From an optimization exercise on the open Yosys and OpenROAD flow, aimed at small area; shortcuts taken in it are not production practice. Only simulation tests tie the RTL to the original design; equivalence was not proved. No activity file was given, so power comes from the tool's default toggle rates.

==> design/flow/design.v <==
package eth_proto_pkg;
	localparam int eth_head_len = 14;
	localparam int ip_head_len = 20;
	localparam int udp_head_len = 8;
	localparam int udp_stack_len = eth_head_len + ip_head_len + udp_head_len;
	localparam int arp_frame_len = 42;
	localparam logic [15:0] ethertype_ipv4 = 16'h0800;
	localparam logic [15:0] ethertype_arp = 16'h0806;
	localparam logic [7:0] ip_ver_ihl = 8'h45;
	localparam logic [7:0] ip_proto_udp = 8'd17;
	localparam logic [7:0] ip_ttl = 8'd128;
	localparam logic [15:0] udp_port = 16'hFEEF;
	localparam logic [5:0] off_dst_mac = 6'd0;
	localparam logic [5:0] off_src_mac = 6'd6;
	localparam logic [5:0] off_ethertype = 6'd12;
	localparam logic [5:0] off_ip_src = 6'd26;
	localparam logic [5:0] off_arp_sender_mac = 6'd22;
	localparam logic [5:0] off_arp_sender_ip = 6'd28;
	localparam logic [15:0] arp_htype_eth = 16'd1;
	localparam logic [7:0] arp_hw_size = 8'd6;
	localparam logic [7:0] arp_proto_size = 8'd4;
	localparam logic [15:0] arp_op_reply = 16'd2;
endpackage
package commu_pkg;
	typedef logic [7:0] byte_t;
	typedef logic [47:0] mac_t;
	typedef logic [31:0] ip_t;
	typedef logic [10:0] len_t;
	localparam mac_t init_local_mac = 48'h02_00_00_00_00_04;
	localparam mac_t init_dest_mac = 48'h02_00_00_00_00_05;
	localparam ip_t init_local_ip = 32'hC0_A8_01_04;
	localparam ip_t init_dest_ip = 32'hC0_A8_01_05;
	localparam byte_t cmd_set_server = 8'd0;
	localparam byte_t cmd_set_local = 8'd1;
	localparam int cmd_len = 6;
	localparam int rx_keep_len = 42 + cmd_len;
	localparam int rx_slots = 4;
	localparam int rx_slot_w = $clog2(rx_slots);
	localparam int rx_ram_depth = rx_slots * rx_keep_len;
	localparam int rx_ram_aw = $clog2(rx_ram_depth);
endpackage
`timescale 1ns/10ps
module tx_frame_sender
(
	input logic i_clk,
	input logic i_rst_n,
	input logic i_trig_send,
	input commu_pkg::len_t i_data_length,
	input commu_pkg::byte_t i_pck_ident,
	input commu_pkg::byte_t i_pck_idx,
	input commu_pkg::byte_t i_cur_byte,
	input logic local_set,
	input commu_pkg::ip_t local_ip,
	input logic dest_set,
	input commu_pkg::ip_t dest_ip,
	input commu_pkg::mac_t dest_mac,
	input logic arp_req,
	input commu_pkg::ip_t arp_ip,
	input commu_pkg::mac_t arp_mac,
	output logic tx_hdr,
	output logic o_get_cur_byte,
	output logic o_send_over,
	output logic o_tx_valid,
	output logic o_tx_last,
	output commu_pkg::byte_t o_tx_data
);
	logic s_head;
	logic s_pay;
	logic s_done;
	logic s_arp;
	logic idle;
	logic trig_d;
	logic data_pend;
	logic arp_pend;
	logic take_arp;
	logic take_data;
	logic [10:0] cnt;
	logic [10:0] cnt_inc;
	logic [5:0] c6;
	logic head_end;
	logic arp_end;
	logic pay_end;
	commu_pkg::ip_t own_ip;
	logic [79:0] peer;
	logic [79:0] peer_src;
	commu_pkg::byte_t tap_a;
	commu_pkg::byte_t tap_b;
	commu_pkg::byte_t tap_c;
	logic [11:0] len_sum;
	logic [7:0] cs_a;
	logic [7:0] cs_b;
	logic cs_c;
	logic cs_take;
	logic [8:0] cs_sum;
	commu_pkg::byte_t var_byte;
	commu_pkg::byte_t const_byte;
	commu_pkg::byte_t tx_next;
	function automatic logic [10:0] inc11(input logic [10:0] v);
		logic c;
		c = 1'b1;
		for (int i = 0; i < 11; i++)
		begin
			inc11[i] = v[i] ^ c;
			c = c & v[i];
		end
	endfunction
	function automatic logic [11:0] addk(input logic [10:0] v, input logic [10:0] k);
		logic c;
		c = 1'b0;
		for (int i = 0; i < 11; i++)
		begin
			addk[i] = v[i] ^ k[i] ^ c;
			c = (v[i] & k[i]) | (c & (v[i] | k[i]));
		end
		addk[11] = c;
	endfunction
	assign own_ip = local_set ? local_ip : commu_pkg::init_local_ip;
	assign peer_src = take_arp ? {arp_mac, arp_ip}
		: (dest_set ? {dest_mac, dest_ip} : {commu_pkg::init_dest_mac, commu_pkg::init_dest_ip});
	assign tap_a = peer[79:72];
	assign tap_b = peer[31:24];
	assign tap_c = peer[15:8];
	assign idle = !(s_head || s_pay || s_done || s_arp);
	assign take_arp = idle && arp_pend;
	assign take_data = idle && data_pend && !arp_pend;
	assign tx_hdr = s_head || s_arp;
	assign c6 = cnt[5:0];
	assign cnt_inc = inc11(cnt);
	assign head_end = (c6 == 6'd43);
	assign arp_end = (c6 == 6'd41);
	assign pay_end = (cnt == i_data_length);
	assign len_sum = addk(i_data_length, c6[5] ? 11'd10 : 11'd30);
	logic in6;
	logic [5:0] arp_at;
	logic sel_a;
	logic sel_b;
	logic sel_c;
	logic [3:0] sel_o;
	logic sel_lh;
	logic sel_ll;
	logic sel_cs;
	logic sel_id;
	logic sel_ix;
	assign sel_a = (s_head && c6 <= 6'd9) || (s_arp && c6 <= 6'd5);
	assign sel_b = s_head && (c6 >= 6'd30) && (c6 <= 6'd33);
	assign sel_c = s_arp && (c6 >= 6'd32);
	always_comb
		for (int i = 0; i < 4; i++)
			sel_o[i] = (s_head && (c6 == 6'(10 + i) || c6 == 6'(26 + i))) || (s_arp && c6 == 6'(28 + i));
	assign sel_lh = s_head && (c6 == 6'd16 || c6 == 6'd38);
	assign sel_ll = s_head && (c6 == 6'd17 || c6 == 6'd39);
	assign sel_cs = s_head && (c6 == 6'd24 || c6 == 6'd25);
	assign sel_id = s_head && (c6 == 6'd42);
	assign sel_ix = s_head && (c6 == 6'd43);
	assign var_byte = ({8{sel_a}} & tap_a) | ({8{sel_b}} & tap_b) | ({8{sel_c}} & tap_c)
		| ({8{sel_o[0]}} & own_ip[31:24]) | ({8{sel_o[1]}} & own_ip[23:16])
		| ({8{sel_o[2]}} & own_ip[15:8]) | ({8{sel_o[3]}} & own_ip[7:0])
		| ({8{sel_lh}} & {4'd0, len_sum[11:8]}) | ({8{sel_ll}} & len_sum[7:0])
		| ({8{sel_cs}} & ~cs_a) | ({8{sel_id}} & i_pck_ident) | ({8{sel_ix}} & i_pck_idx)
		| ({8{s_pay}} & i_cur_byte);
	always_comb
	begin
		const_byte = 8'h00;
		if (s_head)
			case (c6)
				6'd6: const_byte = 8'h02;
				6'd11: const_byte = 8'h04;
				6'd12: const_byte = 8'h08;
				6'd14: const_byte = 8'h45;
				6'd22: const_byte = 8'h80;
				6'd23: const_byte = 8'h11;
				6'd34, 6'd36: const_byte = 8'hFE;
				6'd35, 6'd37: const_byte = 8'hEF;
				default: const_byte = 8'h00;
			endcase
		else if (s_arp)
			case (c6)
				6'd6, 6'd22: const_byte = 8'h02;
				6'd11, 6'd27: const_byte = 8'h04;
				6'd12, 6'd16: const_byte = 8'h08;
				6'd13, 6'd18: const_byte = 8'h06;
				6'd15: const_byte = 8'h01;
				6'd19: const_byte = 8'h04;
				6'd21: const_byte = 8'h02;
				default: const_byte = 8'h00;
			endcase
	end
	assign cs_take = s_head && (c6 >= 6'd6) && (c6 <= 6'd17) && (c6 != 6'd14) && (c6 != 6'd15);
	assign tx_next = (s_head && c6 >= 6'd6 && c6 <= 6'd13) ? const_byte : (const_byte | var_byte);
	assign cs_sum = 9'(cs_a) + 9'(cs_take ? var_byte : 8'h00) + 9'(cs_c);
	always_ff @(posedge i_clk or negedge i_rst_n)
	begin
		if (!i_rst_n)
		begin
			s_head <= 1'b0;
			s_pay <= 1'b0;
			s_done <= 1'b0;
			s_arp <= 1'b0;
			trig_d <= 1'b0;
			data_pend <= 1'b0;
			arp_pend <= 1'b0;
			o_tx_valid <= 1'b0;
			o_tx_last <= 1'b0;
			o_get_cur_byte <= 1'b0;
			o_send_over <= 1'b0;
		end
		else
		begin
			trig_d <= i_trig_send;
			data_pend <= (i_trig_send && !trig_d) || (data_pend && !take_data);
			arp_pend <= arp_req || (arp_pend && !take_arp);
			o_tx_valid <= s_head || s_pay || s_arp;
			o_get_cur_byte <= s_pay;
			o_send_over <= s_done;
			o_tx_last <= (s_head && head_end && i_data_length == '0) || (s_pay && pay_end)
				|| (s_arp && arp_end);
			s_head <= take_data || (s_head && !head_end);
			s_arp <= take_arp || (s_arp && !arp_end);
			s_pay <= (s_head && head_end && i_data_length != '0) || (s_pay && !pay_end);
			s_done <= (s_head && head_end && i_data_length == '0) || (s_pay && pay_end);
		end
	end
	always_ff @(posedge i_clk)
	begin
		if (take_arp || take_data)
			peer <= peer_src;
		else
			peer <= {peer[71:0], peer[79:72]};
		o_tx_data <= tx_next;
		if (idle)
			cnt <= '0;
		else if (s_head && head_end)
			cnt <= 11'd1;
		else
			cnt <= cnt_inc;
		if (idle)
		begin
			cs_a <= 8'hC5;
			cs_b <= 8'h11;
			cs_c <= 1'b0;
		end
		else
		begin
			cs_a <= cs_b;
			cs_b <= cs_sum[7:0];
			cs_c <= cs_sum[8];
		end
	end
endmodule
`timescale 1ns/10ps
module rx_frame_buffer
(
	input logic i_clk,
	input logic i_rst_n,
	input logic i_rx_dv,
	input commu_pkg::byte_t i_rx_data,
	input logic i_slot_release,
	input logic i_stage_arm,
	input logic i_loading,
	output logic o_slot_valid,
	output logic [111:0] o_rec,
	output logic [1:0] o_kind
);
	logic [2:0] wr_slot;
	logic [2:0] rd_slot;
	logic [5:0] wr_cnt;
	logic rx_dv_d;
	logic capture;
	logic frame_start;
	logic frame_end;
	logic accept;
	logic full;
	logic empty;
	logic wr_en;
	logic keep;
	logic [3:0] phase;
	logic match;
	logic stg_on;
	logic stg_en;
	logic mac_loc;
	logic mac_bc;
	logic et_08;
	logic f_arp;
	logic f_ip;
	logic f_chk;
	logic c_0;
	assign c_0 = mac_loc;
	assign f_chk = et_08;
	commu_pkg::byte_t rx_data_d;
	logic [1:0] kind_new;
	logic [111:0] ring [4];
	logic [1:0] kind [4];
	logic [3:0] start [4];
	logic [111:0] stage;
	assign frame_start = i_rx_dv && !rx_dv_d;
	assign frame_end = !i_rx_dv && rx_dv_d;
	assign empty = (wr_slot == rd_slot);
	assign full = (wr_slot[2] != rd_slot[2]) && (wr_slot[1:0] == rd_slot[1:0]);
	assign accept = frame_start ? !full : capture;
	assign wr_en = i_rx_dv && accept && (wr_cnt < 6'd48);
	always_comb
	begin
		keep = 1'b0;
		if (wr_cnt >= 6'd6 && wr_cnt <= 6'd11)
			keep = 1'b1;
		else if (f_arp)
			keep = (wr_cnt >= 6'd22 && wr_cnt <= 6'd31);
		else
			keep = (wr_cnt >= 6'd26 && wr_cnt <= 6'd29) || (wr_cnt >= 6'd44)
				|| (wr_cnt == 6'd42 && i_rx_data != 8'd0);
	end
	assign kind_new[0] = f_ip && f_chk;
	assign kind_new[1] = f_arp || (f_ip && f_chk && c_0);
	assign match = (phase == start[rd_slot[1:0]]);
	assign stg_en = (i_stage_arm && match) || (stg_on && !match);
	always_ff @(posedge i_clk or negedge i_rst_n)
	begin
		if (!i_rst_n)
		begin
			rx_dv_d <= 1'b0;
			capture <= 1'b0;
			wr_cnt <= '0;
			wr_slot <= '0;
			rd_slot <= '0;
			phase <= '0;
			stg_on <= 1'b0;
		end
		else
		begin
			rx_dv_d <= i_rx_dv;
			phase <= (phase == 4'd13) ? 4'd0 : phase + 4'd1;
			stg_on <= i_loading && stg_en;
			if (frame_start)
				capture <= !full;
			if (wr_en)
				wr_cnt <= wr_cnt + 6'd1;
			if (frame_end)
			begin
				capture <= 1'b0;
				wr_cnt <= '0;
				if (capture)
					wr_slot <= wr_slot + 3'd1;
			end
			if (i_slot_release && !empty)
				rd_slot <= rd_slot + 3'd1;
		end
	end
	always_ff @(posedge i_clk)
	begin
		rx_data_d <= i_rx_data;
		if (wr_en)
		begin
			case (wr_cnt)
				6'd0:
				begin
					mac_loc <= (i_rx_data == 8'h02);
					mac_bc <= (i_rx_data == 8'hFF);
				end
				6'd1, 6'd2, 6'd3, 6'd4:
				begin
					mac_loc <= mac_loc && (i_rx_data == 8'h00);
					mac_bc <= mac_bc && (i_rx_data == 8'hFF);
				end
				6'd5:
				begin
					mac_loc <= mac_loc && (i_rx_data == 8'h04);
					mac_bc <= mac_bc && (i_rx_data == 8'hFF);
				end
				6'd12:
					et_08 <= (i_rx_data == 8'h08);
				6'd13:
				begin
					f_arp <= (mac_loc || mac_bc) && et_08 && (i_rx_data == 8'h06);
					f_ip <= (mac_loc || mac_bc) && et_08 && (i_rx_data == 8'h00);
				end
				6'd42:
				begin
					mac_loc <= (i_rx_data == 8'h00);
				end
				6'd43:
					et_08 <= (i_rx_data == ~rx_data_d);
				default:
					;
			endcase
		end
		for (int s = 0; s < 4; s++)
		begin
			if (wr_slot[1:0] == 2'(s) && wr_en && keep)
				ring[s] <= {ring[s][103:0], i_rx_data};
			else
				ring[s] <= {ring[s][103:0], ring[s][111:104]};
			if (wr_slot[1:0] == 2'(s) && capture)
				kind[s] <= kind_new;
			if (wr_slot[1:0] == 2'(s) && frame_start && !full)
				start[s] <= phase;
		end
		if (stg_en)
			stage <= {stage[103:0], ring[rd_slot[1:0]][111:104]};
	end
	assign o_slot_valid = !empty;
	assign o_rec = stage;
	assign o_kind = kind[rd_slot[1:0]];
endmodule
`timescale 1ns/10ps
module rx_cmd_parser
(
	input logic i_clk,
	input logic i_rst_n,
	input logic i_slot_valid,
	input logic [111:0] i_rec,
	input logic [1:0] i_kind,
	input logic i_tx_hdr,
	output logic o_slot_release,
	output logic o_stage_arm,
	output logic o_loading,
	output logic o_local_set,
	output commu_pkg::ip_t o_local_ip,
	output logic o_dest_set,
	output commu_pkg::ip_t o_dest_ip,
	output commu_pkg::mac_t o_dest_mac,
	output logic o_arp_req,
	output commu_pkg::ip_t o_arp_ip,
	output commu_pkg::mac_t o_arp_mac,
	output commu_pkg::byte_t o_cmd,
	output logic [31:0] o_param,
	output logic o_cmd_come
);
	localparam logic [1:0] ps_idle = 2'd0;
	localparam logic [1:0] ps_load = 2'd1;
	localparam logic [1:0] ps_decide = 2'd2;
	logic [1:0] pstate;
	logic [5:0] pcnt;
	logic do_arp;
	logic do_cmd;
	logic local_pend;
	logic is_local;
	assign o_slot_release = (pstate == ps_decide);
	assign o_loading = (pstate == ps_load);
	assign o_stage_arm = (pstate == ps_load) && (pcnt >= 6'd20) && (pcnt <= 6'd33);
	assign do_arp = o_slot_release && i_kind[1] && !i_kind[0];
	assign do_cmd = o_slot_release && i_kind[0];
	assign is_local = !i_kind[1] && (i_rec[111:104] == 8'd1);
	always_ff @(posedge i_clk or negedge i_rst_n)
	begin
		if (!i_rst_n)
		begin
			pstate <= ps_idle;
			o_arp_req <= 1'b0;
			o_cmd_come <= 1'b0;
			local_pend <= 1'b0;
			o_dest_set <= 1'b0;
			o_local_set <= 1'b0;
		end
		else
		begin
			o_arp_req <= do_arp;
			o_cmd_come <= do_cmd && !i_kind[1] && !is_local;
			case (pstate)
				ps_idle:
					if (i_slot_valid)
						pstate <= ps_load;
				ps_load:
					if (pcnt == 6'd47)
						pstate <= ps_decide;
				default:
					pstate <= ps_idle;
			endcase
			if (do_cmd && i_kind[1])
				o_dest_set <= 1'b1;
			if (do_cmd && is_local)
				local_pend <= 1'b1;
			else if (local_pend && !i_tx_hdr)
			begin
				local_pend <= 1'b0;
				o_local_set <= 1'b1;
			end
		end
	end
	always_ff @(posedge i_clk)
	begin
		if (pstate == ps_load)
			pcnt <= pcnt + 6'd1;
		else
			pcnt <= '0;
		if (local_pend && !i_tx_hdr)
			o_local_ip <= o_param;
		if (do_arp)
		begin
			o_arp_mac <= i_rec[47:0];
			o_arp_ip <= i_rec[111:80];
		end
		if (do_cmd && i_kind[1])
		begin
			o_dest_mac <= i_rec[63:16];
			o_dest_ip <= {i_rec[15:0], i_rec[111:96]};
		end
		if (do_cmd)
		begin
			o_cmd <= i_kind[1] ? 8'd0 : i_rec[111:104];
			o_param <= i_rec[95:64];
		end
	end
endmodule
`timescale 1ns/10ps
module eth_commu_top
(
	input logic i_clk,
	input logic i_rst_n,
	input logic i_trig_send,
	input commu_pkg::len_t i_data_length,
	input commu_pkg::byte_t i_pck_ident,
	input commu_pkg::byte_t i_pck_idx,
	input commu_pkg::byte_t i_cur_byte,
	output logic o_get_cur_byte,
	output logic o_send_over,
	output logic o_tx_valid,
	output logic o_tx_last,
	output commu_pkg::byte_t o_tx_data,
	input logic i_rx_dv,
	input commu_pkg::byte_t i_rx_data,
	output commu_pkg::byte_t o_cmd,
	output logic [31:0] o_param,
	output logic o_cmd_come
);
	commu_pkg::ip_t local_ip;
	logic local_set;
	logic dest_set;
	commu_pkg::ip_t dest_ip;
	commu_pkg::mac_t dest_mac;
	logic arp_req;
	commu_pkg::ip_t arp_ip;
	commu_pkg::mac_t arp_mac;
	logic tx_hdr;
	logic slot_valid;
	logic [111:0] slot_rec;
	logic [1:0] slot_kind;
	logic slot_release;
	logic slot_stage_arm;
	logic slot_loading;
	tx_frame_sender u_sender
	(
		.i_clk(i_clk),
		.i_rst_n(i_rst_n),
		.i_trig_send(i_trig_send),
		.i_data_length(i_data_length),
		.i_pck_ident(i_pck_ident),
		.i_pck_idx(i_pck_idx),
		.i_cur_byte(i_cur_byte),
		.local_set(local_set),
		.local_ip(local_ip),
		.dest_set(dest_set),
		.dest_ip(dest_ip),
		.dest_mac(dest_mac),
		.arp_req(arp_req),
		.arp_ip(arp_ip),
		.arp_mac(arp_mac),
		.tx_hdr(tx_hdr),
		.o_get_cur_byte(o_get_cur_byte),
		.o_send_over(o_send_over),
		.o_tx_valid(o_tx_valid),
		.o_tx_last(o_tx_last),
		.o_tx_data(o_tx_data)
	);
	rx_frame_buffer u_rx_buf
	(
		.i_clk(i_clk),
		.i_rst_n(i_rst_n),
		.i_rx_dv(i_rx_dv),
		.i_rx_data(i_rx_data),
		.i_slot_release(slot_release),
		.i_stage_arm(slot_stage_arm),
		.i_loading(slot_loading),
		.o_slot_valid(slot_valid),
		.o_rec(slot_rec),
		.o_kind(slot_kind)
	);
	rx_cmd_parser u_parser
	(
		.i_clk(i_clk),
		.i_rst_n(i_rst_n),
		.i_slot_valid(slot_valid),
		.i_rec(slot_rec),
		.i_kind(slot_kind),
		.i_tx_hdr(tx_hdr),
		.o_slot_release(slot_release),
		.o_stage_arm(slot_stage_arm),
		.o_loading(slot_loading),
		.o_local_set(local_set),
		.o_local_ip(local_ip),
		.o_dest_set(dest_set),
		.o_dest_ip(dest_ip),
		.o_dest_mac(dest_mac),
		.o_arp_req(arp_req),
		.o_arp_ip(arp_ip),
		.o_arp_mac(arp_mac),
		.o_cmd(o_cmd),
		.o_param(o_param),
		.o_cmd_come(o_cmd_come)
	);
endmodule
==> design/flow/flow/run.sh <==
#!/bin/bash
# Standard layout (the standard.sh) with a leaner clock tree and small port buffers:
# clkbuf_8 clock buffers in small sink clusters and no dummy loads on the clock tree; every
# port still gets its own buffer (buf_1). The make output goes to standard_run.log; the ORFS
# steps keep their own logs under orfs/logs.
set -o pipefail
export CTS_ARGS="-sink_clustering_enable -repair_clock_nets -dont_use_dummy_load -buf_list {sky130_fd_sc_hd__clkbuf_8} -sink_clustering_size 16 -sink_clustering_max_diameter 60"
export BUFFER_PORTS_ARGS="-buffer_cell sky130_fd_sc_hd__buf_1"
bash standard.sh > standard_run.log 2>&1
==> design/flow/standard.sh <==
#!/bin/bash
# synth_recipe.tcl (not shown) runs the flow's synth.tcl, then flattens the netlist and writes it again
# the make line also repeats each setting of config.mk as NAME=value (left out here)
make -C /OpenROAD-flow-scripts/flow DESIGN_CONFIG=/design/flow/config.mk WORK_HOME=/design/flow/orfs CLKGATE_MAP_FILE= SYNTH_SCRIPT=/design/flow/synth_recipe.tcl "${@:-finish}"
==> design/flow/config.mk <==
export PLATFORM = sky130hd
export DESIGN_NAME = eth_commu_top
export DESIGN_NICKNAME = eth_commu_top
export VERILOG_FILES = /design/flow/design.v
export SDC_FILE = /design/flow/constraint.sdc
export NUM_CORES = 4
export LEC_CHECK = 0
export CAP_MARGIN = 20
export CORE_MARGIN = 2
export CORE_UTILIZATION = 65
export PLACE_DENSITY = 0.8
export SLEW_MARGIN = 20
==> design/flow/constraint.sdc <==
create_clock -name core_clock -period 12.0 [get_ports {i_clk}]
set_input_delay 2.4000 -clock core_clock [delete_from_list [all_inputs] [get_ports {i_clk}]]
set_output_delay 2.4000 -clock core_clock [all_outputs]
set_load 0.01 [all_outputs]
==> results of run 1 <==
==> worst paths after layout <==
| check | start | endpoint | slack, ns |
|---|---|---|---|
| max in group asynchronous | i_rst_n | u_parser.o_dest_set$_DFFE_PN0P_ | 9.40 |
| max reg2reg | u_sender.cnt[5]$_SDFF_PP0_ | u_sender.cs_c$_SDFF_PN0_ | 7.16 |
| min | u_rx_buf.ring[1][27]$_DFF_P_ | u_rx_buf.ring[1][35]$_DFF_P_ | 0.26 |
| max | i_data_length[1] | u_sender.cs_c$_SDFF_PN0_ | 5.99 |
| min in group asynchronous | i_rst_n | u_rx_buf.wr_cnt[4]$_DFFE_PN0P_ | 1.86 |
| min reg2reg | u_rx_buf.ring[1][27]$_DFF_P_ | u_rx_buf.ring[1][35]$_DFF_P_ | 0.26 |
==> state kept, by name, summed over array words and instances, names as in the netlist, 11 cells and up <==
| name | cells |
|---|---|
| u_rx_buf.start | 16 |
| u_sender.peer | 80 |
| u_rx_buf.ring | 448 |
| u_rx_buf.stage | 112 |
| u_parser.o_local_ip | 32 |
| u_parser.o_dest_mac | 48 |
| u_sender.cnt | 11 |
| u_parser.o_dest_ip | 32 |
| u_parser.o_param | 32 |
| u_parser.o_arp_ip | 32 |
| u_parser.o_arp_mac | 48 |
==> kinds of logic (layout without fill, tap and decap cells) <==
kind of cell	Yosys count	after routing	synth area share (%)
compound gates	270	270	6.27
xor+xnor	39	39	1.13
fa+ha+maj	49	49	2.13
buf+inv	144	241	1.97
flops	988	988	78.4
mux	52	52	1.86
simple gates	505	505	8.21
==> power by group <==
group / total (mW) / switching (mW) / internal (mW)
Sequential: 4.25 / 0.300 / 3.95
Clock: 1.47 / 0.924 / 0.548
Combinational: 1.06 / 0.651 / 0.404
Total: 6.78 / 1.88 / 4.91
==> final cells by class <==
| type | count | area [um^2] | share of cell area, % |
|---|---|---|---|
| clock buffer | 73 | 1000 | 3.13 |
| inverter | 52 | 195 | 0.608 |
| multi-input combinational | 915 | 5960 | 18.6 |
| sequential | 988 | 23700 | 73.8 |
| tap | 607 | 759 | 2.36 |
| timing repair buffer | 116 | 500 | 1.56 |
==> critical path, stage by stage <==
cell      delay (ns)
buf_1           0.15
fa_1            0.43
inv_1           0.06
ha_1            0.15
fa_1            0.16
inv_1           0.04
ha_1            0.18
ha_1            0.18
ha_1            0.18
ha_1            0.27
a32o_1          0.15
a221oi_1        0.04
and3_1          0.25
or2_2           0.28
fa_1            0.40
fa_1            0.39
nor2b_1         0.16
o21a_1          0.15
o21ai_0         0.12
a21oi_1         0.20
o21ai_0         0.10
a21oi_1         0.15
==> metal layers <==
metal / GRT usage, % / up-vias / share of wire, %
li1: - / 7446 / -
met1: 33.5 / 7897 / 42
met2: 41.3 / 568 / 49
met3: 3.77 / 95 / 5.9
met4: 9.53 / 0 / 3.0
met5: 0 / - / 0
==> synth_stat cells (22+ instances only) <==
cell / number / area [um^2]
a21oi_1: 30 / 150
a31oi_1: 74 / 463
and2_1: 22 / 138
buf_2: 26 / 130
clkbuf_1: 53 / 199
dfrtp_1: 37 / 926
dfxtp_1: 578 / 11600
edfxtp_1: 373 / 11200
ha_1: 45 / 563
inv_1: 52 / 195
mux2_2: 34 / 383
nand2_1: 132 / 495
nand3_1: 92 / 460
nor2_1: 124 / 465
nor2b_1: 23 / 144
o21ai_0: 50 / 250
==> per-stage QoR <==
| step | hold WS (ns) | cell area (um^2) | std cells |
|---|---|---|---|
| finish | 0.264 | 32100 | 2751 |
| global route | 0.267 | 32100 | 2751 |
| CTS | 0.268 | 32100 | 2751 |
| detailed placement | 0.312 | 31100 | 2678 |
| global placement | 0.310 | 31100 | 2678 |
| floorplan | 0.310 | 30200 | 2047 |
==> cells in the final DEF (no fill, tap or decap), types with 10 or more instances in the layout <==
cell / Yosys / routed
xnor2_1: 18 / 18
and2_1: 22 / 20
nand2_1: 132 / 131
a31oi_1: 74 / 74
buf_4: 2 / 17
nand2b_1: 16 / 16
ha_1: 45 / 45
dfxtp_1: 578 / 578
a21oi_1: 30 / 30
a32o_1: 10 / 10
buf_1: 9 / 98
clkbuf_8: 0 / 73
mux2_2: 34 / 33
nor2_1: 124 / 123
nand3_1: 92 / 92
nand3b_1: 13 / 13
a222oi_1: 19 / 19
mux2i_1: 18 / 18
xor2_1: 21 / 21
edfxtp_1: 373 / 373
and3_1: 15 / 15
dfrtp_1: 37 / 36
nor2b_1: 23 / 23
o21ai_0: 50 / 49
nor3_1: 16 / 16
inv_1: 52 / 52
==> run notes, run 1 <==
The flow ran to the end and the layout has no timing, DRC or antenna violations. The first global-routing pass estimated 90.7 mm of wire. Counting flops with a built-in enable in the synthesized netlist gives 373. The detailed router placed 16000 vias in this run.

In this run the cell area of the synthesized design comes to 30200 um^2. The die covers 48200 um^2. The worst setup path is launched from a primary input.

Along the worst hold path, the cell count comes to 0. The static leakage power was 11.6 nW; the area growth from synthesis to layout was 6.32%. On the final layout, the worst clock skew is 0.0680 ns.

The pre-CTS setup slack is 5.35 ns, and the area of the placeable core is 46300 um^2. Setup violations remaining at the end of the flow were counted as 0. The tools report the hold-fix buffer count after cts as 0. Buffers inserted during clock tree synthesis total 73.

The clock period minus final worst setup slack is 6.01 ns. Across every metal layer, demand over resource in global routing totals 24.9%. Based on the critical path, the design can be clocked at up to 166 MHz. Headroom to the max-slew limit: 28.1%. From bottom edge to top edge, the die measures 220 um. The average via count per standard cell was 5.82.

The later pin in the worst-skew pair is clocked with a latency of 0.67 ns. Global placement routability congestion: 0.974. The netlist uses 73 different library cells.

Buffers placed on the I/O ports in this run total 99. For the boundary pin count, the log shows 100. The number of nets in the synthesized netlist came out at 2143.

The tool flagged a number of max-cap violations equal to 0. Summed over all failing endpoints, the final setup total negative slack is 0 ns. For the initial standard-cell utilization of the core, the log shows 65.3%. Sequential elements use 78.4% of the synthesized area. For this run, asynchronously set or reset flops after synthesis account for 3.74%. The number of antenna violations at the first check in global routing is 0, and the required arrival time at the worst endpoint is 12.59 ns. The transition time at the pin with the least slew margin is 1.08 ns. Entering global routing, the biggest net connects 92 pins.

Once detail routing completed, the nets flagged for antenna violations numbered 0. Before antenna repair, the detailed router went through 5 iterations. The share of the clock period used by the worst path after layout is 50.1%. The tree built by TritonCTS fans out to 988 sinks. The clock transition at the registers of the reported paths works out to 0.11 ns. Clock tree root buffer cell: clkbuf_8.

The die extent in x was 220 um. TritonCTS built the clock tree. In this run, synthesis produced a sequential element count of 988.

In this run the deepest clock path goes through 3 buffers. The tools report the number of warnings printed during yosys synthesis as 6. Once the clock tree was built, the setup fixing pass inserted 0 buffers.

Summing internal, switching and leakage power gives 6.78 mW. In this run the core area contains 79 standard-cell rows. The maximum vdd ir drop is 214 uV. Setup repair after global routing left no endpoint under its margin. STA classifies the critical path endpoint as a flip-flop. Once routing completed, OpenROAD measured the worst setup slack at 5.99 ns. The worst reg-to-reg path cell count is 23.

H-tree depth reported by CTS: 3. In the final routed layout, each cell accounts on average for 21.4 um. The run gives 2047 as the cell count after synthesis.

At the end of the flow the core is filled with cells to 69.4%. The via count of the first global-routing pass came out at 15900. The worst hold path belongs to the class reg -> reg. Primary flip-flop cell chosen by synthesis mapping: dfxtp_1.

The average size of a mapped cell is 14.8 um^2, and the hold violation total from the final report is 0. The arrival time of the worst setup path is 6.61 ns. The final net count is 2242. For the final routed DRC violation total, the log shows 0. For the total global routing overflow, the log shows 0. The critical path in this run is classified as in -> reg. The HPWL after detailed placement is 38.9 mm. After detailed routing, the total wire length is 58.8 mm. Of the cells placed in the final design, the portion with a size suffix greater than 1 is 6.72%. The worst-path maximum fanout was 4; the power density relative to cell area was 211 nW/um^2. The fill cell instance count of the final layout is 3064, and the count of final max-slew check failures is 0. 0 antenna diodes ended up in the layout.

After clock tree synthesis, the repair step resized 0 gates. The number of DRC markers after the initial detailed-route iteration came out at 1532.
==> inputs of run 2 (changes only) <==
--- a/design/flow/config.mk
+++ b/design/flow/config.mk
@@ -10,2 +10,4 @@
 export CORE_UTILIZATION = 65
+export GPL_ROUTABILITY_DRIVEN = 0
+export GPL_TIMING_DRIVEN = 0
 export PLACE_DENSITY = 0.8
==> run notes, run 2 <==
The number of nets in the synthesized netlist was 2143 (unchanged). The commonest cells after synthesis are dfxtp_1 (578), edfxtp_1 (373), nand2_1 (132). Routed length per placed instance: 21.5 um (+0.43%). Area of the mapped netlist: 30200 um^2 (unchanged). The slowest stage of the critical path belongs to the cell fa_1.

The initial standard-cell utilization of the core was 65.3% (unchanged); the clock period minus final worst setup slack was 6.40 ns (+0.386 ns). Post-CTS resize count: 0 (unchanged). The tools report the number of diodes as 0 (unchanged). The largest total area in the synthesized netlist belongs to dfxtp_1. The tools report the hold-fix buffer count after cts as 0 (unchanged). Hold violation total from the final report: 0 (unchanged). In the synthesized netlist the dominant register cell turns out to be dfxtp_1. The dominant cell type by count on the critical path is ha_1. The fraction of registers with async set or reset after synthesis is 3.74% (unchanged).

Leaving out fill and tap cells, the most frequent cells in the layout are dfxtp_1 (578), edfxtp_1 (373), nand2_1 (132). The setup TNS was 0 ns (unchanged); the arrival time of the worst setup path was 6.97 ns (+0.36 ns). The capturing element of the worst setup path is u_sender.cs_c$_SDFF_PN0_. The tools report the number of DRC markers after the initial detailed-route iteration as 2118 (+38%).

The count of flip-flops with a built-in enable after synthesis was 373 (unchanged); the upper clock frequency limit was 156 MHz (-6.0%). STA classifies the critical path endpoint as a flip-flop. Largest register by flop count: u_rx_buf.ring. Vertical extent of the die: 220 um (unchanged). Most frequent standard cell in the layout excluding fill and tap cells: dfxtp_1. The tools report the headroom to the max-slew limit as 21.3% (-6.8 points). Setup repair after global routing left no endpoint under its margin. The clock skew is 0.0577 ns (-0.0103 ns). The worst reg-to-reg path cell count is 23 (unchanged), and the clock latency at the later pin of the worst-skew pair is 0.70 ns (+0.03 ns).

The number of port buffers was 99 (unchanged). The average via count per standard cell is 5.90 (+1.5%), and the total global routing overflow is 0 (unchanged). Yosys attributes the largest share of cell area to dfxtp_1 (38%), edfxtp_1 (37%), dfrtp_1 (3.1%). Longest individual stage delay on the worst path: 0.46 ns (+0.03 ns). The transition time at the pin with the least slew margin was 1.18 ns (+0.0978 ns).

The flip-flop count of the largest register after layout was 448 (unchanged). The die extent in x was 220 um (unchanged); the share of final-layout standard cells stronger than drive strength 1 was 7.52% (+0.80 points). The cell count after synthesis was 2047 (unchanged). The overall power consumption was 6.88 mW (+1.5%); the maximum vdd ir drop was 185 uV (-14%). Clock transition at the registers of the reported paths: 0.09 ns (-0.02 ns). The worst-path maximum fanout was 4 (unchanged); the count of distinct cell types in the synthesized netlist was 73 (unchanged). The final net count was 2333 (+4.1%). TritonCTS built the clock tree.

The final worst hold slack was 0.299 ns (+0.0353 ns). The peak-usage layer in the global routing report is met2. The run gives 46300 um^2 (unchanged) as the area of the placeable core. The largest registers in the layout are u_rx_buf.ring x448, u_rx_buf.stage x112, u_sender.peer x80. The register bit count reported by yosys came out at 988 (unchanged). STA classifies the critical path startpoint as a primary input.

The tools report the die area as 48200 um^2 (unchanged). Area growth from synthesis to layout: 7.87%. The logs give 5.82% (+2.1 points) for the met3 layer usage reported by global route and 8 (+3) for the first-pass detailed-route iteration total. The average size of a mapped cell was 14.8 um^2 (unchanged). The tools report the global-route usage over all layers as 25.8% (+0.89 points). The number of antenna violations at the first check in global routing is 0 (unchanged). The tools report the maximum root-to-sink buffer count as 3 (unchanged).

The run finished with no timing, DRC or antenna violations. The number of max-cap violations was 0 (unchanged); the count of final max-slew check failures was 0 (unchanged). The run gives 0 (unchanged) as the count of final setup violators.

The number of CTS-inserted buffers came out at 74 (+1.4%). The run gives 78.4% (unchanged) as the sequential cell area fraction in the yosys report. By instance count, the leading cell after synthesis is dfxtp_1.

The static leakage power was 11.9 nW (+2.1%). In this run the critical register-to-register path is launched from u_sender.cnt[5]$_SDFF_PP0_. The met2 track utilization from global routing was 42.1% (+0.83 points). The run gives 93.8 mm (+3.4%) as the first-pass GRT wire length. The run gives 100 (unchanged) as the boundary pin count. The tools report the post-CTS setup-driven buffer insertion count as 0 (unchanged).

The run gives 988 (unchanged) as the TritonCTS sink count. The setup slack of the worst register-to-register path was 6.60 ns (-0.56 ns). The endpoint identified for the worst register-to-register timing path is u_sender.cs_c$_SDFF_PN0_.

The number of rows created at floorplan is 79 (unchanged). Startpoint of the most critical setup path: i_data_length[1]. Share of the clock period used by the worst path after layout: 53.3% (+3.2 points).

The global routing usage on met1 was 32.8% (-0.69 points). For the final wirelength, the log shows 61.1 mm (+3.8%). The final routed DRC violation total is 0 (unchanged). Via count of the first global-routing pass: 16700 (+5.0%).

Traced cell by cell, the critical path runs through buf_1, fa_1, inv_1, ha_1, fa_1, inv_1, ha_1, ha_1, ha_1, ha_1, a32o_1, a221oi_1, and3_1, or2_2, fa_1, fa_1, nor2b_1, o21a_1, o21ai_0, a21oi_1, o21ai_0, a21oi_1. The run gives 3 (unchanged) as the H-tree depth reported by CTS. Final antenna-violating net count: 0 (unchanged). The share of the synthesized area in the top cell type is 38.3% (unchanged). The run gives 80 (-13%) as the pin count of the biggest net entering global routing. Power density relative to cell area: 211 nW/um^2 (about the same). For the required arrival time at the worst endpoint, the log shows 12.57 ns (-0.02 ns).

CTS placed an instance of clkbuf_8 at the clock tree root. The count of vias placed by the detailed router is 16800 (+4.8%). The class of the tightest hold or removal check was reg -> reg. The total half-perimeter wirelength after legalization and detailed placement is 42.6 mm (+9.4%), and the number of warnings printed during yosys synthesis is 6 (unchanged).

The classification of the worst setup path is in -> reg.
[run 2: cell counts after synthesis]
Identical to the previous run, type by type.
[run 2: worst min-delay path by stage]
stage	from	end	slack, ns	depth (start not counted)
2_1_floorplan	u_rx_buf.ring[0][92]$_DFF_P_	u_rx_buf.ring[0][100]$_DFF_P_	0.31	0
3_3_place_gp	u_rx_buf.ring[2][1]$_DFF_P_	u_rx_buf.ring[2][9]$_DFF_P_	0.31	0
3_5_place_dp	u_rx_buf.ring[0][103]$_DFF_P_	u_rx_buf.ring[0][111]$_DFF_P_	0.31	0
4_1_cts	u_rx_buf.ring[3][14]$_DFF_P_	u_rx_buf.ring[3][22]$_DFF_P_	0.30	0
5_1_grt	u_rx_buf.ring[2][72]$_DFF_P_	u_rx_buf.ring[2][80]$_DFF_P_	0.30	0
6_report	u_rx_buf.ring[3][70]$_DFF_P_	u_rx_buf.ring[3][78]$_DFF_P_	0.30	0
[run 2: worst max-delay path: cells and delay by family]
family	cells	cell delay [ns]
fa+ha+maj	9	2.41
compound gates	7	1.05
simple gates	3	0.84
buf+inv	3	0.28
[run 2: cell families (layout without fill, tap and decap cells)]
kind of cell             count (synthesis)  in the layout  share of synthesized area [%]
multiplexers                            52             52                           1.86
AND/OR/NAND/NOR                        505            505                           8.21
AO/OA/AOI/OAI                          270            270                           6.27
flip-flops                             988            988                           78.4
buffers and inverters                  144            332                           1.97
XOR/XNOR                                39             39                           1.13
adder cells (fa/ha/maj)                 49             49                           2.13
[run 2: area by class of cell]
cell class | count | area [um^2]
inverters | 52 | 195
flip-flops and latches | 988 | 23700
clock buffers | 74 | 1020
repair buffers | 114 | 562
well taps | 607 | 759
multi-input cells | 915 | 5960
fillers | 2958 | 13700
plain buffers | 92 | 400
[run 2: stage by stage]
stage / utilization (%) / cell area [um^2] / cells / setup slack, ns
4_1_cts: 70.5 / 32600 / 2842 / 5.74
3_3_place_gp: 67.8 / 31300 / 2753 / -3.47
6_report: 70.5 / 32600 / 2842 / 5.60
5_1_grt: 70.5 / 32600 / 2842 / 5.43
3_5_place_dp: 68.3 / 31600 / 2768 / 5.03
2_1_floorplan: - / 30200 / 2047 / 1.65
[run 2: layer usage]
| metal | part of all wire [%] | vias up |
|---|---|---|
| met5 | 0 | - |
| met4 | 5.1 | 0 |
| met3 | 8.5 | 223 |
| met2 | 47 | 856 |
| met1 | 39 | 8066 |
| li1 | - | 7632 |
[run 2: report_power, final]
group | leakage [nW] | internal, mW | switching (mW)
sequential | 8.53 | 3.95 | 0.295
clock | 0.532 | 0.555 | 0.934
combinational | 2.83 | 0.426 | 0.719
total | 11.9 | 4.93 | 1.95
==> inputs of run 3 (changes only) <==
--- a/design/flow/flow/run.sh
+++ b/design/flow/flow/run.sh
@@ -6,3 +6,3 @@
 set -o pipefail
-export CTS_ARGS="-sink_clustering_enable -repair_clock_nets -dont_use_dummy_load -buf_list {sky130_fd_sc_hd__clkbuf_8} -sink_clustering_size 16 -sink_clustering_max_diameter 60"
+export CTS_ARGS="-sink_clustering_enable -repair_clock_nets -dont_use_dummy_load -buf_list {sky130_fd_sc_hd__clkbuf_16} -sink_clustering_size 30 -sink_clustering_max_diameter 45"
 export BUFFER_PORTS_ARGS="-buffer_cell sky130_fd_sc_hd__buf_1"
--- a/design/flow/config.mk
+++ b/design/flow/config.mk
@@ -10,4 +10,2 @@
 export CORE_UTILIZATION = 65
-export GPL_ROUTABILITY_DRIVEN = 0
-export GPL_TIMING_DRIVEN = 0
 export PLACE_DENSITY = 0.8
==> run notes, run 3 <==
The flow ran to the end and the layout has no timing, DRC or antenna violations. The tools report the setup TNS as 0 ns (unchanged). The arrival time of the worst setup path was 6.64 ns (-0.33 ns); the count of final max-slew check failures was 0 (unchanged). The TritonCTS sink count came out at 988 (unchanged). The average size of a mapped cell was 14.8 um^2 (unchanged); the area of the mapped netlist was 30200 um^2 (unchanged). The share of the core filled with cells was 71.3% (+0.83 points); the number of cells traversed by the worst hold path was 0 (unchanged).

Final routed DRC violation total: 0 (unchanged). The static leakage power was 12.0 nW (+1.1%). The hold violation total from the final report was 0 (unchanged); the final cell count without fillers was 2752 (-3.2%). The tools report the number of max-cap violations as 0 (unchanged). The flip-flop count of the largest register after layout works out to 448 (unchanged). First-pass GRT wire length: 93.9 mm (about the same). The tree is rooted in a clkbuf_16.

The cell total after placement is 2678 (-3.3%), and the transition time at the pin with the least slew margin is 1.09 ns (-0.0825 ns). The cell count after synthesis is 2047 (unchanged). Routed length per placed instance: 22.2 um (+3.5%). The pin count of the biggest net entering global routing was 92 (+15%). The clock period minus final worst setup slack came out at 6.09 ns (-0.310 ns). dfxtp_1 takes more of the synthesized area than any other cell. The cell type of the slowest stage on the worst timing path is fa_1. The H-tree depth reported by CTS is 3 (unchanged). The tools report the via count of the first global-routing pass as 16200 (-2.5%). Vertical extent of the die: 220 um (unchanged). For this run, the leading register cell type out of synthesis is dfxtp_1. Final antenna-violating net count: 0 (unchanged). Area of the placeable core: 46300 um^2 (unchanged).

The final net count is 2243 (-3.9%). Setup repair after global routing left no endpoint under its margin. The critical path in this run is classified as in -> reg.

The number of rows created at floorplan was 79 (unchanged); the share of the synthesized area in the top cell type was 38.3% (unchanged). The logs give 164 MHz (+5.1%) for the upper clock frequency limit and 0.282 ns (-0.0172 ns) for the final worst hold slack. The run gives 61.2 mm (+0.26%) as the final wirelength. u_rx_buf.ring holds more flip-flops than any other register.

The clock skew came out at 0.0910 ns (+0.0333 ns). The fraction of registers with async set or reset after synthesis came out at 3.74% (unchanged). The launch point of the worst hold path is u_rx_buf.ring[3][96]$_DFF_P_.

The logs give 38.9 mm (-8.6%) for the total half-perimeter wirelength after legalization and detailed placement and 3 (unchanged) for the maximum root-to-sink buffer count. The library cell used most frequently in the layout, excluding fill and tap cells, is dfxtp_1. Fill cell instance count of the final layout: 2884 (-2.5%). The top cell family by delay on the critical path was adder cells. The logs give 0 (unchanged) for the post-CTS resize count and 0 (unchanged) for the count of final setup violators. The average via count per standard cell was 5.92 (+0.22%); the hold-fix buffer count after cts was 0 (unchanged).

The largest registers in the layout are u_rx_buf.ring x448, u_rx_buf.stage x112, u_sender.peer x80. The die extent in x came out at 220 um (unchanged). In this run the worst hold path is classified as reg -> reg.

For the count of vias placed by the detailed router, the log shows 16300 (-3.0%). Headroom to the max-slew limit: 27.0% (+5.7 points). Counting stages on the worst path, the most repeated cell is ha_1.

The end of the worst hold path is u_rx_buf.ring[3][104]$_DFF_P_. The run gives 78.4% (unchanged) as the sequential cell area fraction in the yosys report. The cell with the most instances after synthesis is dfxtp_1. The clock transition at the registers of the reported paths was 0.09 ns (about the same); the clock latency at the later pin of the worst-skew pair was 0.61 ns (-0.09 ns).

The count of distinct cell types in the synthesized netlist is 73 (unchanged), and the worst reg-to-reg path cell count is 23 (unchanged). The run gives 0 (unchanged) as the number of antenna violations at the first check in global routing. The combined area of the multi-input logic cells was 5970 um^2 (+0.19%). The longest individual stage delay on the worst path works out to 0.44 ns (-0.02 ns). The signal on the critical path passes through buf_1, fa_1, inv_1, ha_1, fa_1, inv_1, ha_1, ha_1, ha_1, ha_1, a32o_1, a221oi_1, and3_1, or2_2, fa_1, fa_1, nor2b_1, o21a_1, o21ai_0, a21oi_1, o21ai_0, a21oi_1.

Share of the clock period used by the worst path after layout: 50.7% (-2.6 points). TritonCTS built the clock tree. The number of nets in the synthesized netlist is 2143 (unchanged), and the worst-path maximum fanout is 4 (unchanged). The power density relative to cell area was 225 nW/um^2 (+6.6%); the register cell area after layout was 23700 um^2 (about the same). Yosys attributes the largest share of cell area to dfxtp_1 (38%), edfxtp_1 (37%), dfrtp_1 (3.1%). STA classifies the critical path endpoint as a flip-flop.

The total global routing overflow was 0 (unchanged). The most critical setup path has its startpoint at i_data_length[1]. The logs give 1531 (-28%) for the number of DRC markers after the initial detailed-route iteration and 6 (unchanged) for the number of warnings printed during yosys synthesis.

The number of buffers and inverters on the critical path works out to 3 (unchanged). The tools report the number of CTS-inserted buffers as 73 (-1.4%). Die area: 48200 um^2 (unchanged). The tools report the required arrival time at the worst endpoint as 12.55 ns (-0.02 ns). In this run the critical register-to-register path is launched from u_sender.cnt[5]$_SDFF_PP0_. The tools report the initial standard-cell utilization of the core as 65.3% (unchanged). The register bit count reported by yosys is 988 (unchanged). The first-pass detailed-route iteration total was 5 (-3); the area growth from synthesis to layout was 9.14%.

Global placement routability congestion: 0.974. The tools report the startpoint class of the critical path as a primary input. Number of diodes: 0 (unchanged). The count of flip-flops with a built-in enable after synthesis is 373 (unchanged), and the setup slack of the worst register-to-register path is 7.17 ns (+0.57 ns).

The endpoint identified for the worst register-to-register timing path is u_sender.cs_c$_SDFF_PN0_. The share of final-layout standard cells stronger than drive strength 1 is 6.76% (-0.76 points). By count the netlist is led by dfxtp_1 (578), edfxtp_1 (373), nand2_1 (132). The boundary pin count is 100 (unchanged), and the maximum vdd ir drop is 249 uV (+35%). Number of port buffers: 99 (unchanged).

In the layout the commonest cells are dfxtp_1 (578), edfxtp_1 (373), nand2_1 (131). The tools report the post-CTS setup-driven buffer insertion count as 0 (unchanged). Global-route usage over all layers: 25.9% (+0.090 points).
==> run 3: cell count changes in the layout (fill, tap and decap cells not counted), moves of 2 or more <==
| cell | before | now |
|---|---|---|
| buf_1 | 107 | 98 |
| buf_16 | 2 | 0 |
| buf_2 | 27 | 1 |
| buf_4 | 10 | 17 |
| buf_6 | 5 | 0 |
| clkbuf_1 | 53 | 0 |
| clkbuf_16 | 0 | 73 |
| clkbuf_8 | 74 | 0 |
==> run 3: power breakdown <==
part / leakage (nW) / internal (mW) / total (mW) / switching, mW
combinational: 2.60 / 0.409 / 1.07 / 0.663
clock: 0.900 / 1.07 / 2.09 / 1.01
sequential: 8.53 / 3.96 / 4.26 / 0.306
total: 12.0 / 5.44 / 7.42 / 1.98
==> run 3: worst register-to-register path, delay by kind of cell, from the launching register on <==
| kind | cells | cell delay (ns) |
|---|---|---|
| and+or+nand+nor | 3 | 0.70 |
| DFF | 1 | 0.30 |
| AOI/OAI and AO/OA | 7 | 0.94 |
| buffers and inverters | 4 | 0.59 |
| adders and majority gates | 9 | 2.31 |
==> run 3: worst max-delay path by stage <==
stage                                        end  depth (start not counted)
CTS                     u_sender.cs_c$_SDFF_PN0_                         22
global route            u_sender.cs_c$_SDFF_PN0_                         22
floorplan           u_parser.o_arp_req$_DFF_PN0_                          7
global placement        u_sender.cs_c$_SDFF_PN0_                         22
finish                  u_sender.cs_c$_SDFF_PN0_                         22
detailed placement      u_sender.cs_c$_SDFF_PN0_                         22
==> run 3: cells by family (layout without fill, tap and decap cells) <==
| group | Yosys count | after routing | share of synthesized area [%] |
|---|---|---|---|
| muxes | 52 | 52 | 1.86 |
| adders and majority gates | 49 | 49 | 2.13 |
| AOI/OAI and AO/OA | 270 | 270 | 6.27 |
| and+or+nand+nor | 505 | 505 | 8.21 |
| xor gates and xnor gates | 39 | 39 | 1.13 |
| buffers and inverters | 144 | 242 | 1.97 |
| DFF | 988 | 988 | 78.4 |
==> run 3: area by class of cell <==
| cell class | instances | share of cell area [%] |
|---|---|---|
| multi-input combinational | 915 | 18.1 |
| tap | 607 | 2.30 |
| timing repair buffer | 117 | 1.58 |
| clock buffer | 73 | 5.54 |
| inverter | 52 | 0.592 |
| sequential | 988 | 71.9 |
==> run 3: layer usage <==
metal | global-route usage [%] | part of all wire, % | vias to the layer above
met5 | 0 | 0 | -
met3 | 4.78 | 6.7 | 112
li1 | - | - | 7470
met2 | 43.5 | 49 | 651
met1 | 33.8 | 40 | 8048
met4 | 9.51 | 3.5 | 0
==> run 3: stage by stage <==
step | cell area [um^2] | total power [mW] | setup slack, ns
3_3_place_gp | 31100 | 5.31 | 5.41
5_1_grt | 33000 | 7.73 | 5.76
6_report | 33000 | 7.42 | 5.91
4_1_cts | 32900 | 7.44 | 6.00
2_1_floorplan | 30200 | 4.95 | 1.65
3_5_place_dp | 31100 | 5.37 | 5.35
==> inputs of run 4 (changes only) <==
--- a/design/flow/flow/run.sh
+++ b/design/flow/flow/run.sh
@@ -6,3 +6,3 @@
 set -o pipefail
-export CTS_ARGS="-sink_clustering_enable -repair_clock_nets -dont_use_dummy_load -buf_list {sky130_fd_sc_hd__clkbuf_16} -sink_clustering_size 30 -sink_clustering_max_diameter 45"
+export CTS_ARGS="-sink_clustering_enable -repair_clock_nets -dont_use_dummy_load -buf_list {sky130_fd_sc_hd__clkbuf_8} -sink_clustering_size 20 -sink_clustering_max_diameter 50"
 export BUFFER_PORTS_ARGS="-buffer_cell sky130_fd_sc_hd__buf_1"
==> run notes, run 4 <==
The logs give 0 (unchanged) for the total global routing overflow and 28.3 mm (-6.4%) for the wire length on met2. The arrival time of the worst setup path was 6.60 ns (-0.04 ns). Area of the mapped netlist: 30200 um^2 (unchanged). The tools report the number of warnings printed during yosys synthesis as 6 (unchanged). The worst setup path is launched from a primary input.

The share of the clock period used by the worst path after layout works out to 50.3% (-0.41 points). Ranked by total cell area, the synthesized netlist is headed by dfxtp_1 (38%), edfxtp_1 (37%), dfrtp_1 (3.1%). The synthesized design spends more area on one cell type than any other, namely dfxtp_1. The number of antenna violations at the first check in global routing is 0 (unchanged), and the count of distinct cell types in the synthesized netlist is 73 (unchanged).

The number of DRC markers after the initial detailed-route iteration was 1454 (-5.0%). The run gives 988 (unchanged) as the TritonCTS sink count. Vertical extent of the die: 220 um (unchanged).

The end of the worst register-to-register path is u_sender.cs_c$_SDFF_PN0_. The largest register by flop count is u_rx_buf.ring. The run gives 2678 (unchanged) as the cell total after placement.

The worst hold path begins at u_rx_buf.ring[3][90]$_DFF_P_. The boundary pin count is 100 (unchanged). The tools report the cell count after synthesis as 2047 (unchanged).

The global-route usage over all layers was 24.8% (-1.1 points); the number of rows created at floorplan was 79 (unchanged). The overall power consumption is 6.72 mW (-9.5%), and the post-CTS setup-driven buffer insertion count is 0 (unchanged). The fraction of registers with async set or reset after synthesis is 3.74% (unchanged). The register bit count reported by yosys was 988 (unchanged); the number of port buffers was 99 (unchanged).

The average size of a mapped cell works out to 14.8 um^2 (unchanged). The logs give 15700 (-3.1%) for the via count of the first global-routing pass and 0 (unchanged) for the post-CTS resize count. The number of nets in the synthesized netlist is 2143 (unchanged). The xor/xnor cell area share of the yosys netlist was 1.13% (unchanged); the worst-path maximum fanout was 4 (unchanged). The hold-fix buffer count after cts was 0 (unchanged); the final net count was 2235 (-0.36%). The tools report the finished layout cell area as 32000 um^2 (-2.9%).

The logs give 3.83 mm (-6.6%) for the length of routed met3 wiring and 69.2% (-2.0 points) for the share of the core filled with cells. The share of final-layout standard cells stronger than drive strength 1 is 6.41% (-0.35 points). Global placement routability congestion: 0.974 (unchanged). The share of the synthesized area in the top cell type is 38.3% (unchanged).

In the final layout, the registers with the most flip-flops are u_rx_buf.ring x448, u_rx_buf.stage x112, u_sender.peer x80. The count of final setup violators was 0 (unchanged); the number of CTS-inserted buffers was 66 (-9.6%). The sequential cell area fraction in the yosys report is 78.4% (unchanged). The clock transition at the registers of the reported paths is 0.11 ns (+0.02 ns), and the mux contribution to synthesized area is 1.86% (unchanged). The logs give 3 (unchanged) for the H-tree depth reported by CTS and 2744 (-0.29%) for the final cell count without fillers. The maximum vdd ir drop is 212 uV (-15%), and the adder and majority gate portion of the synthesized area is 2.13% (unchanged).

For the upper clock frequency limit, the log shows 166 MHz (+0.82%). The end of the worst hold path was u_rx_buf.ring[3][98]$_DFF_P_. By startpoint and endpoint, the worst setup path is classified as in -> reg. For the number of max-cap violations, the log shows 0 (unchanged). The area growth from synthesis to layout was 6.00%. The number of diodes was 0 (unchanged); the average via count per standard cell was 5.83 (-1.5%).

Hold violation total from the final report: 0 (unchanged). The most frequent standard cell in the layout excluding fill and tap cells is dfxtp_1. Among all flip-flop cells after synthesis, the most frequent one is dfxtp_1. Pin count of the biggest net entering global routing: 92 (unchanged). The pre-CTS setup slack is 5.35 ns (unchanged), and the routed length per placed instance is 21.4 um (-3.8%). The worst hold path belongs to the class reg -> reg. The die area was 48200 um^2 (unchanged). Area of the placeable core: 46300 um^2 (unchanged). Clock tree root buffer cell: clkbuf_8. The first-pass GRT wire length is 90.2 mm (-3.9%).

Transition time at the pin with the least slew margin: 1.08 ns (-0.0142 ns). The met1 layer wirelength in the final routing is 24.8 mm (about the same). The tools report the clock latency at the later pin of the worst-skew pair as 0.67 ns (+0.06 ns). Setup repair after global routing left no endpoint under its margin. The run finished with no timing, DRC or antenna violations. The final routed DRC violation total came out at 0 (unchanged).

The flip-flop count of the largest register after layout came out at 448 (unchanged). In this run the critical register-to-register path is launched from u_sender.cnt[5]$_SDFF_PP0_. Cell with the most instances after synthesis: dfxtp_1. The setup slack of the worst register-to-register path came out at 7.17 ns (about the same).

The die extent in x came out at 220 um (unchanged). After synthesis, the largest family of logic cells by area is simple AND/OR/NAND/NOR gates. The headroom to the max-slew limit was 28.0% (+0.95 points); the worst reg-to-reg path cell count was 23 (unchanged). Count of vias placed by the detailed router: 16000 (-1.8%). The number of cells traversed by the worst hold path came out at 0 (unchanged). The worst setup path is captured at a flip-flop.

The total half-perimeter wirelength after legalization and detailed placement was 38.9 mm (unchanged). The setup slack of the critical path after layout came out at 5.96 ns (+0.0497 ns). The highest metal layer used by the detailed router is met4.

The top cell types in the final layout, fill and taps aside, are dfxtp_1 (578), edfxtp_1 (373), nand2_1 (131). The fill cell instance count of the final layout is 3057 (+6.0%). TritonCTS built the clock tree. For the clock skew, the log shows 0.110 ns (+0.0187 ns). The setup TNS is 0 ns (unchanged), and the clock period minus final worst setup slack is 6.04 ns (-0.0497 ns).

The final antenna-violating net count is 0 (unchanged), and the post-synthesis compound-gate area fraction is 6.27% (unchanged). The count of final max-slew check failures was 0 (unchanged); the first-pass detailed-route iteration total was 5 (unchanged). The instance area at placement was 31100 um^2 (unchanged); the initial standard-cell utilization of the core was 65.3% (unchanged). The required arrival time at the worst endpoint came out at 12.56 ns (about the same). The power density relative to cell area is 210 nW/um^2 (-6.9%), and the count of flip-flops with a built-in enable after synthesis is 373 (unchanged).

The static leakage power came out at 11.6 nW (-3.6%). The basic-gate share of the synthesized area counting and, or, nand and nor cells came out at 8.21% (unchanged). The final worst hold slack is 0.306 ns (+0.0236 ns), and the final wirelength is 58.7 mm (-4.1%). Counting instances in the post-synthesis netlist gives the leading cell types as dfxtp_1 (578), edfxtp_1 (373), nand2_1 (132).

The run gives 3 (unchanged) as the maximum root-to-sink buffer count.
-- run 4: worst max path at each step --
stage	from	endpoint	slack, ns
global placement	i_data_length[1]	u_sender.cs_c$_SDFF_PN0_	5.41
CTS	i_data_length[1]	u_sender.cs_c$_SDFF_PN0_	6.03
finish	i_data_length[1]	u_sender.cs_c$_SDFF_PN0_	5.96
global route	i_data_length[1]	u_sender.cs_c$_SDFF_PN0_	5.76
detailed placement	i_data_length[1]	u_sender.cs_c$_SDFF_PN0_	5.35
floorplan	u_rx_buf.rd_slot[0]$_DFFE_PN0P_	u_parser.o_arp_req$_DFF_PN0_	1.65
-- run 4: power by group --
group,total (mW),switching (mW),internal [mW],leakage [nW]
combinational,1.05,0.650,0.404,2.59
clock,1.41,0.909,0.498,0.475
sequential,4.25,0.300,3.95,8.53
total,6.72,1.86,4.86,11.6
-- run 4: cell type report --
cell class              instances  area, um^2  share of cell area (%)
flip-flops and latches        988       23700                    74.0
multi-input cells             915        5960                    18.6
clock buffers                  66         908                    2.84
well taps                     607         759                    2.37
repair buffers                116         500                    1.56
inverters                      52         195                   0.609
-- run 4: critical path, stage by stage --
cell and delay, ns:
buf_1 0.15, fa_1 0.43, inv_1 0.06, ha_1 0.15, fa_1 0.16, inv_1 0.04
ha_1 0.18, ha_1 0.18, ha_1 0.18, ha_1 0.27, a32o_1 0.15, a221oi_1 0.04
and3_1 0.25, or2_2 0.28, fa_1 0.40, fa_1 0.39, nor2b_1 0.16, o21a_1 0.15
o21ai_0 0.11, a21oi_1 0.20, o21ai_0 0.10, a21oi_1 0.15
-- run 4: per-layer routing --
layer  global-route usage (%)  vias to the layer above
met5                        0                        -
met4                     9.28                        0
met3                     3.77                      103
met2                     41.2                      651
met1                     33.4                     7801
li1                         -                     7440
-- run 4: logic make-up (layout without fill, tap and decap cells) --
| logic type | count (synthesis) | after routing |
|---|---|---|
| buffers and inverters | 144 | 234 |
| and+or+nand+nor | 505 | 505 |
| muxes | 52 | 52 |
| xor gates and xnor gates | 39 | 39 |
| AOI/OAI and AO/OA | 270 | 270 |
| DFF | 988 | 988 |
| adders and majority gates | 49 | 49 |

==> afterwards: timing with drivers on the ports <==
How much do the figures lean on ideal ports? The routed layouts below were timed once more, with nothing changed but the port constraints. Step 1, drivers: a clkbuf_16 drives i_clk and a buf_2 each remaining input, both assumed. Step 2, shift: input delay + t, output delay - t, t = (earliest + latest rising clock arrival at the registers) / 2. This alone moves slack from input paths to output paths. a / b / c = no drivers / after step 1 / after step 2; a / b = the first two.
run	t (ns)	setup WS [ns]	hold slack, ns	worst register clock-pin slew, ns	worst data-port slew with drivers (ns)
run 1	0.693	5.986 / 6.013 / 5.320	0.264 / 0.264 / 0.264	0.11 / 0.11	0.05
run 2	0.709	5.600 / 5.628 / 4.919	0.299 / 0.299 / 0.299	0.10 / 0.10	0.05
run 3	0.636	5.910 / 5.943 / 5.307	0.282 / 0.282 / 0.282	0.10 / 0.10	0.06
run 4	0.665	5.960 / 5.990 / 5.325	0.306 / 0.306 / 0.306	0.11 / 0.11	0.06
After both steps setup and hold are still met in every run listed. The setup slack of run 2, which loses most, moves by +0.028 ns with the drivers and by -0.681 ns with both steps.
